This design comes from an exercise in tuning for small area, a short achievable clock period and few clock cycles per item on the open sky130 flow, not from production work. The RTL was checked by simulation tests, not by an equivalence proof against the original design. Power and IR drop assume default switching activity.

**design/flow/config.mk**
```make
export PLATFORM = sky130hd
export DESIGN_NAME = idct_top
export DESIGN_NICKNAME = idct_top
export VERILOG_FILES = /design/flow/design.v
export SDC_FILE = /design/flow/constraint.sdc
export NUM_CORES = 4
export LEC_CHECK = 0
export CAP_MARGIN = 20
export CORE_MARGIN = 2
export CORE_UTILIZATION = 40
export SLEW_MARGIN = 20
```
**design/flow/constraint.sdc**
```tcl
create_clock -name core_clock -period 12.0 [get_ports {Clock}]
set_input_delay 2.4000 -clock core_clock [delete_from_list [all_inputs] [get_ports {Clock}]]
set_output_delay 2.4000 -clock core_clock [all_outputs]
set_load 0.01 [all_outputs]
```
**design/flow/design.v**
```verilog
package idct_pkg;
	localparam int N = 8;
	localparam int BLOCK_SIZE = N * N;
	localparam int PAIR_WORDS = BLOCK_SIZE / 2;
	localparam int PASS1_SHIFT = 8;
	localparam int PASS2_SHIFT = 16;
	typedef logic signed [15:0] coeff_t;
	typedef logic [7:0] pixel_t;
	typedef logic signed [31:0] acc_t;
	typedef logic [4:0] pair_addr_t;
	typedef logic [5:0] elem_addr_t;
	function automatic coeff_t cos_table(input elem_addr_t idx);
		case (idx)
			6'd0: cos_table = 16'sd1448;
			6'd1: cos_table = 16'sd1448;
			6'd2: cos_table = 16'sd1448;
			6'd3: cos_table = 16'sd1448;
			6'd4: cos_table = 16'sd1448;
			6'd5: cos_table = 16'sd1448;
			6'd6: cos_table = 16'sd1448;
			6'd7: cos_table = 16'sd1448;
			6'd8: cos_table = 16'sd2009;
			6'd9: cos_table = 16'sd1703;
			6'd10: cos_table = 16'sd1138;
			6'd11: cos_table = 16'sd400;
			6'd12: cos_table = -16'sd400;
			6'd13: cos_table = -16'sd1138;
			6'd14: cos_table = -16'sd1703;
			6'd15: cos_table = -16'sd2009;
			6'd16: cos_table = 16'sd1892;
			6'd17: cos_table = 16'sd784;
			6'd18: cos_table = -16'sd784;
			6'd19: cos_table = -16'sd1892;
			6'd20: cos_table = -16'sd1892;
			6'd21: cos_table = -16'sd784;
			6'd22: cos_table = 16'sd784;
			6'd23: cos_table = 16'sd1892;
			6'd24: cos_table = 16'sd1703;
			6'd25: cos_table = -16'sd400;
			6'd26: cos_table = -16'sd2009;
			6'd27: cos_table = -16'sd1138;
			6'd28: cos_table = 16'sd1138;
			6'd29: cos_table = 16'sd2009;
			6'd30: cos_table = 16'sd400;
			6'd31: cos_table = -16'sd1703;
			6'd32: cos_table = 16'sd1448;
			6'd33: cos_table = -16'sd1448;
			6'd34: cos_table = -16'sd1448;
			6'd35: cos_table = 16'sd1448;
			6'd36: cos_table = 16'sd1448;
			6'd37: cos_table = -16'sd1448;
			6'd38: cos_table = -16'sd1448;
			6'd39: cos_table = 16'sd1448;
			6'd40: cos_table = 16'sd1138;
			6'd41: cos_table = -16'sd2009;
			6'd42: cos_table = 16'sd400;
			6'd43: cos_table = 16'sd1703;
			6'd44: cos_table = -16'sd1703;
			6'd45: cos_table = -16'sd400;
			6'd46: cos_table = 16'sd2009;
			6'd47: cos_table = -16'sd1138;
			6'd48: cos_table = 16'sd784;
			6'd49: cos_table = -16'sd1892;
			6'd50: cos_table = 16'sd1892;
			6'd51: cos_table = -16'sd784;
			6'd52: cos_table = -16'sd784;
			6'd53: cos_table = 16'sd1892;
			6'd54: cos_table = -16'sd1892;
			6'd55: cos_table = 16'sd784;
			6'd56: cos_table = 16'sd400;
			6'd57: cos_table = -16'sd1138;
			6'd58: cos_table = 16'sd1703;
			6'd59: cos_table = -16'sd2009;
			6'd60: cos_table = 16'sd2009;
			6'd61: cos_table = -16'sd1703;
			6'd62: cos_table = 16'sd1138;
			6'd63: cos_table = -16'sd400;
			default: cos_table = '0;
		endcase
	endfunction
endpackage
module block_buffer (
	input logic Clock,
	input logic Resetn,
	input logic [15:0] coeff_in,
	input logic coeff_valid,
	output logic coeff_ready,
	output logic [8:0] pix_out,
	output logic pix_valid,
	input logic pix_ready,
	input idct_pkg::pair_addr_t rd_addr,
	output logic [31:0] rd_data,
	input logic wr_en,
	input idct_pkg::pair_addr_t wr_addr,
	input logic [31:0] wr_word,
	output logic block_loaded,
	input logic block_done
);
	typedef enum logic [1:0] {PH_LOAD, PH_BUSY, PH_UNLOAD} phase_t;
	phase_t phase;
	logic [31:0] mem [idct_pkg::PAIR_WORDS];
	logic [31:0] pair_word;
	logic [31:0] rd_word;
	logic [31:0] skid [2];
	idct_pkg::coeff_t first_coeff;
	idct_pkg::pair_addr_t raddr;
	logic [5:0] in_cnt;
	logic [5:0] out_cnt;
	logic [5:0] rd_cnt;
	logic [1:0] count;
	logic wsel;
	logic rsel;
	logic inflight;
	logic unloading;
	logic in_xfer;
	logic out_xfer;
	logic issue;
	logic pop_word;
	assign unloading = (phase == PH_UNLOAD);
	assign coeff_ready = (phase == PH_LOAD);
	assign in_xfer = coeff_valid & coeff_ready;
	assign pix_valid = unloading && (count != 2'd0);
	assign out_xfer = pix_valid & pix_ready;
	assign pop_word = out_xfer & out_cnt[0];
	assign issue = unloading && !rd_cnt[5] && (count + 2'(inflight) < 2'd2);
	assign raddr = unloading ? rd_cnt[4:0] : rd_addr;
	assign rd_data = rd_word;
	always_comb begin
		pair_word[31:16] = first_coeff;
		pair_word[15:0] = coeff_in;
		pix_out[8:1] = out_cnt[0] ? skid[rsel][7:0] : skid[rsel][15:8];
		pix_out[0] = (out_cnt == 6'(idct_pkg::BLOCK_SIZE - 1));
	end
	always_ff @(posedge Clock) begin
		if (in_xfer && in_cnt[0]) begin
			mem[in_cnt[5:1]] <= pair_word;
		end else if (wr_en) begin
			mem[wr_addr] <= wr_word;
		end
		rd_word <= mem[raddr];
		if (in_xfer && !in_cnt[0]) begin
			first_coeff <= coeff_in;
		end
		if (inflight) begin
			skid[wsel] <= rd_word;
		end
	end
	always_ff @(posedge Clock or negedge Resetn) begin
		if (!Resetn) begin
			phase <= PH_LOAD;
			in_cnt <= '0;
			out_cnt <= '0;
			rd_cnt <= '0;
			count <= '0;
			wsel <= 1'b0;
			rsel <= 1'b0;
			inflight <= 1'b0;
			block_loaded <= 1'b0;
		end else begin
			block_loaded <= in_xfer && (in_cnt == 6'(idct_pkg::BLOCK_SIZE - 1));
			inflight <= issue;
			count <= count + 2'(inflight) - 2'(pop_word);
			if (in_xfer) begin
				in_cnt <= in_cnt + 6'd1;
			end
			if (issue) begin
				rd_cnt <= rd_cnt + 6'd1;
			end
			if (inflight) begin
				wsel <= ~wsel;
			end
			if (pop_word) begin
				rsel <= ~rsel;
			end
			if (out_xfer) begin
				out_cnt <= out_cnt + 6'd1;
			end
			case (phase)
				PH_LOAD: begin
					if (in_xfer && in_cnt == 6'(idct_pkg::BLOCK_SIZE - 1)) begin
						phase <= PH_BUSY;
					end
				end
				PH_BUSY: begin
					if (block_done) begin
						rd_cnt <= '0;
						phase <= PH_UNLOAD;
					end
				end
				PH_UNLOAD: begin
					if (out_xfer && pix_out[0]) begin
						phase <= PH_LOAD;
					end
				end
				default: phase <= PH_LOAD;
			endcase
		end
	end
endmodule
module transpose_ram (
	input logic Clock,
	input logic wr_en,
	input idct_pkg::elem_addr_t wr_addr,
	input idct_pkg::acc_t wr_data,
	input idct_pkg::elem_addr_t rd_addr_a,
	input idct_pkg::elem_addr_t rd_addr_b,
	output idct_pkg::acc_t rd_data_a,
	output idct_pkg::acc_t rd_data_b
);
	idct_pkg::acc_t mem [idct_pkg::BLOCK_SIZE];
	always_ff @(posedge Clock) begin
		if (wr_en) begin
			mem[wr_addr] <= wr_data;
		end
		rd_data_a <= mem[rd_addr_a];
		rd_data_b <= mem[rd_addr_b];
	end
endmodule
module mac_datapath (
	input logic Clock,
	input logic Resetn,
	input logic ctrl_pass,
	input logic ctrl_half,
	input logic ctrl_load,
	input logic ctrl_add,
	input idct_pkg::elem_addr_t cos_index,
	input logic [127:0] operands,
	output idct_pkg::acc_t t_value,
	output idct_pkg::pixel_t pixel
);
	idct_pkg::coeff_t cos_q [4];
	idct_pkg::acc_t op_q [4];
	idct_pkg::acc_t prod [4];
	idct_pkg::acc_t sum;
	idct_pkg::acc_t acc;
	idct_pkg::acc_t scaled;
	logic [2:0] col;
	logic load_q;
	logic add_q;
	assign col = ctrl_pass ? cos_index[5:3] : cos_index[2:0];
	always_ff @(posedge Clock) begin
		for (int j = 0; j < 4; j++) begin
			cos_q[j] <= idct_pkg::cos_table({ctrl_half, 2'(j), col});
			op_q[j] <= operands[32 * j +: 32];
		end
	end
	always_ff @(posedge Clock or negedge Resetn) begin
		if (!Resetn) begin
			load_q <= 1'b0;
			add_q <= 1'b0;
		end else begin
			load_q <= ctrl_load;
			add_q <= ctrl_add;
		end
	end
	always_comb begin
		sum = '0;
		for (int j = 0; j < 4; j++) begin
			prod[j] = op_q[j] * {{16{cos_q[j][15]}}, cos_q[j]};
			sum = sum + prod[j];
		end
	end
	always_ff @(posedge Clock) begin
		if (load_q) begin
			acc <= sum;
		end else if (add_q) begin
			acc <= acc + sum;
		end
	end
	assign t_value = acc >>> idct_pkg::PASS1_SHIFT;
	assign scaled = acc >>> idct_pkg::PASS2_SHIFT;
	always_comb begin
		if (acc < 0) begin
			pixel = '0;
		end else if (scaled > 255) begin
			pixel = '1;
		end else begin
			pixel = scaled[7:0];
		end
	end
endmodule
module idct_sequencer (
	input logic Clock,
	input logic Resetn,
	input logic block_loaded,
	output logic block_done,
	output idct_pkg::pair_addr_t rd_addr,
	input logic [31:0] rd_data,
	output logic wr_en,
	output idct_pkg::pair_addr_t wr_addr,
	output logic [31:0] wr_word,
	output logic t_wr_en,
	output idct_pkg::elem_addr_t t_wr_addr,
	output idct_pkg::acc_t t_wr_data,
	output idct_pkg::elem_addr_t t_rd_addr_a,
	output idct_pkg::elem_addr_t t_rd_addr_b,
	input idct_pkg::acc_t t_rd_data_a,
	input idct_pkg::acc_t t_rd_data_b,
	output logic ctrl_pass,
	output logic ctrl_half,
	output logic ctrl_load,
	output logic ctrl_add,
	output idct_pkg::elem_addr_t cos_index,
	output logic [127:0] operands,
	input idct_pkg::acc_t t_value,
	input idct_pkg::pixel_t pixel
);
	typedef enum logic [2:0] {S_IDLE, S_LEAD_IN, S_ROW, S_COLUMN, S_LEAD_OUT} seq_state_t;
	seq_state_t state;
	logic pass;
	logic running;
	logic [2:0] outer;
	logic [2:0] ld_cnt;
	logic [3:0] cnt;
	logic [1:0] cap_idx;
	logic [1:0] fin_q;
	logic [1:0] pass_q;
	idct_pkg::elem_addr_t elem_q [2];
	idct_pkg::acc_t opnd [8];
	idct_pkg::pixel_t pix_hold [idct_pkg::N];
	assign running = (state == S_ROW) || (state == S_COLUMN);
	assign cap_idx = ld_cnt[1:0] - 2'd1;
	assign rd_addr = {outer, ld_cnt[1:0]};
	assign t_rd_addr_a = {ld_cnt[1:0], 1'b0, outer};
	assign t_rd_addr_b = {ld_cnt[1:0], 1'b1, outer};
	assign cos_index = pass ? {cnt[3:1], outer} : {outer, cnt[3:1]};
	always_comb begin
		ctrl_pass = pass;
		ctrl_half = cnt[0];
		ctrl_load = running & ~cnt[0];
		ctrl_add = running & cnt[0];
		for (int j = 0; j < 4; j++) begin
			operands[32 * j +: 32] = opnd[{cnt[0], 2'(j)}];
		end
	end
	assign t_wr_en = fin_q[1] & ~pass_q[1];
	assign t_wr_addr = elem_q[1];
	assign t_wr_data = t_value;
	always_comb begin
		wr_en = fin_q[1] & pass_q[1] & elem_q[1][0];
		wr_addr = elem_q[1][5:1];
		wr_word[31:16] = '0;
		wr_word[15:8] = pix_hold[elem_q[1][5:3]];
		wr_word[7:0] = pixel;
	end
	always_ff @(posedge Clock or negedge Resetn) begin
		if (!Resetn) begin
			state <= S_IDLE;
			pass <= 1'b0;
			outer <= '0;
			ld_cnt <= '0;
			cnt <= '0;
			fin_q <= '0;
			block_done <= 1'b0;
		end else begin
			block_done <= 1'b0;
			fin_q <= {fin_q[0], running & cnt[0]};
			case (state)
				S_IDLE: begin
					if (block_loaded) begin
						pass <= 1'b0;
						outer <= '0;
						state <= S_LEAD_IN;
					end
				end
				S_LEAD_IN: begin
					ld_cnt <= ld_cnt + 3'd1;
					if (ld_cnt == 3'd4) begin
						ld_cnt <= '0;
						state <= pass ? S_COLUMN : S_ROW;
					end
				end
				S_ROW, S_COLUMN: begin
					cnt <= cnt + 4'd1;
					if (cnt == 4'd15) begin
						outer <= outer + 3'd1;
						state <= S_LEAD_IN;
						if (outer == 3'(idct_pkg::N - 1)) begin
							pass <= 1'b1;
							if (state == S_COLUMN) begin
								state <= S_LEAD_OUT;
							end
						end
					end
				end
				S_LEAD_OUT: begin
					if (wr_en && wr_addr == 5'(idct_pkg::PAIR_WORDS - 1)) begin
						block_done <= 1'b1;
						state <= S_IDLE;
					end
				end
				default: state <= S_IDLE;
			endcase
		end
	end
	always_ff @(posedge Clock) begin
		pass_q <= {pass_q[0], pass};
		elem_q[0] <= cos_index;
		elem_q[1] <= elem_q[0];
		if (state == S_LEAD_IN && ld_cnt != 3'd0) begin
			if (pass) begin
				opnd[{cap_idx, 1'b0}] <= t_rd_data_a;
				opnd[{cap_idx, 1'b1}] <= t_rd_data_b;
			end else begin
				opnd[{cap_idx, 1'b0}] <= {{16{rd_data[31]}}, rd_data[31:16]};
				opnd[{cap_idx, 1'b1}] <= {{16{rd_data[15]}}, rd_data[15:0]};
			end
		end
		if (fin_q[1] && pass_q[1] && !elem_q[1][0]) begin
			pix_hold[elem_q[1][5:3]] <= pixel;
		end
	end
endmodule
module idct_top (
	input logic Clock,
	input logic Resetn,
	input logic [15:0] coeff_in,
	input logic coeff_valid,
	output logic coeff_ready,
	output logic [8:0] pix_out,
	output logic pix_valid,
	input logic pix_ready
);
	idct_pkg::pair_addr_t rd_addr;
	logic [31:0] rd_data;
	logic wr_en;
	idct_pkg::pair_addr_t wr_addr;
	logic [31:0] wr_word;
	logic block_loaded;
	logic block_done;
	logic t_wr_en;
	idct_pkg::elem_addr_t t_wr_addr;
	idct_pkg::elem_addr_t t_rd_addr_a;
	idct_pkg::elem_addr_t t_rd_addr_b;
	idct_pkg::elem_addr_t cos_index;
	idct_pkg::acc_t t_wr_data;
	idct_pkg::acc_t t_rd_data_a;
	idct_pkg::acc_t t_rd_data_b;
	idct_pkg::acc_t t_value;
	logic [127:0] operands;
	logic ctrl_pass;
	logic ctrl_half;
	logic ctrl_load;
	logic ctrl_add;
	idct_pkg::pixel_t pixel;
	block_buffer u_buffer (.*);
	idct_sequencer u_sequencer (.*);
	mac_datapath u_datapath (.*);
	transpose_ram u_tram (
		.Clock (Clock),
		.wr_en (t_wr_en),
		.wr_addr (t_wr_addr),
		.wr_data (t_wr_data),
		.rd_addr_a (t_rd_addr_a),
		.rd_addr_b (t_rd_addr_b),
		.rd_data_a (t_rd_data_a),
		.rd_data_b (t_rd_data_b)
	);
endmodule
```
**design/flow/run.sh**
```bash
#!/bin/bash
# synth_recipe.tcl (not shown) runs the flow's synth.tcl, then flattens the netlist and writes it again
# the make line also repeats each setting of config.mk as NAME=value (left out here)
make -C /OpenROAD-flow-scripts/flow DESIGN_CONFIG=/design/flow/config.mk WORK_HOME=/design/flow/orfs CLKGATE_MAP_FILE= SYNTH_SCRIPT=/design/flow/synth_recipe.tcl finish
```
==> flow_metrics.py <==
metrics = {
    "run_status": {
        "outcome": "no timing/DRC/antenna violations",
    },
    "pwr": {
        "cellLeakagePower_nw": 64.6,
        "power_density_mw_per_mm2": 142,
        "internal-power_w": 0.0190,
        "combPwrFrac": 0.111,
        "switching_share": 0.241,
        "power_frac_clock": 0.403,
        "p_seq_frac": 0.486,
        "peakVddDrop_uv": 197,
        "p_sw_w": 0.00605,
    },
    "setup_path": {
        "cp.arrival_ns": 11.45,
        "worstPathRequired_ns": 12.61,
        "critPathMaxFanout": 29,
        "crit_path_max_incr_delay_ns": 0.57,
        "cp_common_cell": "fa_1",
        "startpoint_type": "flip-flop",
        "crit_path_end_kind": "flip-flop",
        "critPathKind": "reg -> reg",
        "cp_slowest_cell": "fa_1",
    },
    "clock_network": {
        "h-tree-depth": 5,
        "numClockSinks": 3162,
        "cts_tree": "yes",
        "cts_resized": 0,
        "cts_made_buffers": 333,
        "cts.hold.buffers_added": 0,
        "clk_path_buf_depth": 4,
        "path_clk_slew_ns": 0.06,
        "clk-insertion-delay-late_ns": 0.95,
        "post_cts_buffers": 0,
        "cts.root.buffer_cell": "clkbuf_16",
    },
    "cells_and_area": {
        "fin_util": 0.450,
        "nNetsFinal": 11400,
        "area_delta_synth_final_pct": 12.0,
        "drive_gt1_frac": 0.170,
        "design_area_mm2": 0.177,
        "num-fill-cells": 34100,
    },
    "global_routing": {
        "antenna_found_initial": 31,
        "grt_max_degree": 100,
        "grt_pass1_vias": 87200,
        "grt_pass1_wl_um": 615000,
        "grt_overflow": 0,
        "grtUsageTotal": 0.212,
    },
    "sta": {
        "worst_clock_skew_ns": 0.101,
        "timing.final.crit_share": 0.903,
        "max_slew_margin": 0.216,
        "rsz0062_at_grt": "false",
        "setup_slack_ns": 1.16,
        "hold_viol_final": 0,
        "finalSetupTns_ns": 0,
        "tightest_slew_ns": 1.16,
        "min_period_ns": 10.84,
        "slew_violations": 0,
        "setup_viol": 0,
        "fmax_mhz": 92.3,
    },
    "logic_synthesis": {
        "synth_top_area_frac": 0.552,
        "synth_seq_cells": 3162,
        "seq_area_frac_synth": 0.587,
        "ys.flop_type": "edfxtp_1",
        "synth_fp_nets": 11200,
        "netlist_instances": 9683,
        "synth_cell_types": 70,
        "avgSynthCellArea_um2": 16.3,
        "synth_commonest_cells": "edfxtp_1 (2,896), inv_1 (1,252), fa_1 (1,220)",
        "async_flop_share": 0.0139,
        "synth_largest_area_cell": "edfxtp_1",
        "synth.area.top_cells": "edfxtp_1 (55%), fa_1 (15%), mux4_2 (11%)",
        "synth_edf_count": 2896,
        "syn_area_mm2": 0.158,
        "yosys_warnings": 8,
        "synth.most_common_cell": "edfxtp_1",
    },
    "drt": {
        "dr.pass1.iters": 5,
        "wl_per_cell_um": 27.5,
        "dr.first_iter.drc_count": 8691,
        "wl_um": 422000,
        "drc": 0,
        "vias": 82700,
        "vias_per_cell": 5.38,
        "final_antenna_net_count": 0,
    },
    "floorplan": {
        "die_h_um": 632,
        "start_util": 0.402,
        "core_area_mm2": 0.393,
        "die_w_um": 632,
        "die_area_mm2": 0.399,
        "ios": 31,
        "rows": 230,
    },
    "run": {
        "drv_cap": 0,
    },
    "place": {
        "postPlaceCellArea_mm2": 0.165,
        "post-dp-hpwl_um": 278000,
        "finalWeightedCongestion": 0.882,
        "io_buffers": 30,
        "place_ws_ns": 1.18,
    },
    "hold_path": {
        "hold_class": "reg -> reg",
    },
}
[state kept, by name, summed over array words and instances (netlist names), 12 cells and up]
signal and count:
u_sequencer.elem_q 12, u_tram.rd_data_a 24, u_datapath.acc 32, u_datapath.op_q 96, u_buffer.mem 1024, u_sequencer.opnd 192
u_tram.rd_data_b 24, u_buffer.skid 32, u_datapath.cos_q 32, u_tram.mem 1536, u_buffer.first_coeff 16, u_buffer.rd_word 32
u_sequencer.pix_hold 64
[final timing paths]
kind,start,slack (ns),to,cells after the start
max in group asynchronous,Resetn,9.80,u_sequencer.cnt[0]$_DFFE_PN0N_,2
max,u_datapath.cos_q[0][14]$_DFF_P_,1.16,u_datapath.acc[31]$_DFFE_PP_,37
min reg2reg,u_sequencer.elem_q[0][4]$_DFF_P_,0.26,u_sequencer.elem_q[1][4]$_DFF_P_,0
min,u_sequencer.elem_q[0][4]$_DFF_P_,0.26,u_sequencer.elem_q[1][4]$_DFF_P_,0
min in group asynchronous,Resetn,1.54,u_buffer.out_cnt[3]$_DFFE_PN0P_,2
max reg2reg,u_datapath.cos_q[0][14]$_DFF_P_,1.16,u_datapath.acc[31]$_DFFE_PP_,37
[placed cells by master (no fill, tap or decap), types with 40 or more instances in the layout]
master,netlist,layout
nand3_1,181,181
buf_4,0,209
and2_1,263,259
clkinv_2,0,51
dfxtp_1,222,222
nand2_1,1125,1125
a21o_1,40,40
fa_1,1220,1220
clkbuf_16,0,338
nor2_1,185,87
ha_1,307,307
clkinv_1,1,57
mux2_2,123,121
xnor2_1,132,132
nor2b_1,75,60
nand2b_1,55,54
mux4_2,744,744
o21ai_0,80,80
clkbuf_1,325,87
xor2_1,46,46
edfxtp_1,2896,2896
inv_1,1252,1251
nor2_4,0,72
a21oi_1,60,60
[area by class of cell]
type                    instances  area (um2)  area share
well taps                    5220        6530      0.0370
repair buffers                256        2280      0.0129
multi-input cells            4850       59800       0.339
clock inverters               161        1620     0.00918
flip-flops and latches       3162       92500       0.524
diodes                         11        27.5    0.000156
inverters                    1254        4710      0.0267
clock buffers                 444        9050      0.0512
[kinds of logic (layout without fill, tap and decap cells)]
logic type      count (synthesis)  after routing  share of synthesized area
flops                        3162           3162                      0.587
other cells                     0             11                          0
buf+inv                      1671           2115                     0.0400
fa+ha+maj                    1528           1528                      0.179
simple gates                 1951           1951                     0.0553
xor+xnor                      178            178                    0.00989
mux                           880            880                      0.116
compound gates                313            313                     0.0129
[stage by stage]
step,power (W),hold slack [ns],std cells
final,0.0251,0.261,15400
after detailed placement,0.0152,0.313,14700
after global placement,0.0152,0.314,14700
after global routing,0.0259,0.269,15400
after floorplan,0.0143,0.310,9683
after CTS,0.0253,0.250,15300
[per-layer routing]
metal,up-vias,track usage,wire length [um]
met5,-,0,50
met4,8,0.0600,12700
met3,590,0.0293,26600
met2,2843,0.357,210000
met1,44700,0.290,173000
li1,34500,-,-
[power by group through the flow]
stage          Clock (W)  Combinational [W]  Sequential (W)
6_report          0.0101            0.00277          0.0122
5_1_grt           0.0107            0.00299          0.0122
4_1_cts           0.0103            0.00281          0.0122
3_5_place_dp           0            0.00280          0.0124
3_3_place_gp           0            0.00278          0.0124
2_1_floorplan          0            0.00197          0.0123
[worst max-delay path: cells and delay by family, from the launching register on]
family,cells,cell delay (ns)
adders and majority gates,12,5.56
AOI/OAI and AO/OA,11,2.65
buffers and inverters,6,0.83
and+or+nand+nor,5,0.68
DFF,1,0.39
muxes,1,0.27
xor gates and xnor gates,2,0.20
Testbench counts, summed over its fixed seeds: cycles 30,088, blocks 64.

-- static timing again, ports no longer ideal --
How much do the figures lean on ideal ports? The routed layout below was timed once more, with nothing changed but the port constraints. Step 1: set_driving_cell puts a clkbuf_16 on Clock and a buf_2 on each other input, an assumption about the parent block. Step 2 times the ports against the registers' clock, not the clock port: input delays grow and output delays shrink by t, the midpoint of the rising clock arrivals with the driver on. a / b / c = no drivers / after step 1 / after step 2; a / b = the first two.
t, ns: 0.997
setup slack, ns: 1.162 / 1.162 / 1.162
worst setup path after step 2: register to register
After both steps this run still meets setup and hold. For this run, drivers alone change the setup slack by 0.000 ns; drivers and shift together by 0.000 ns.
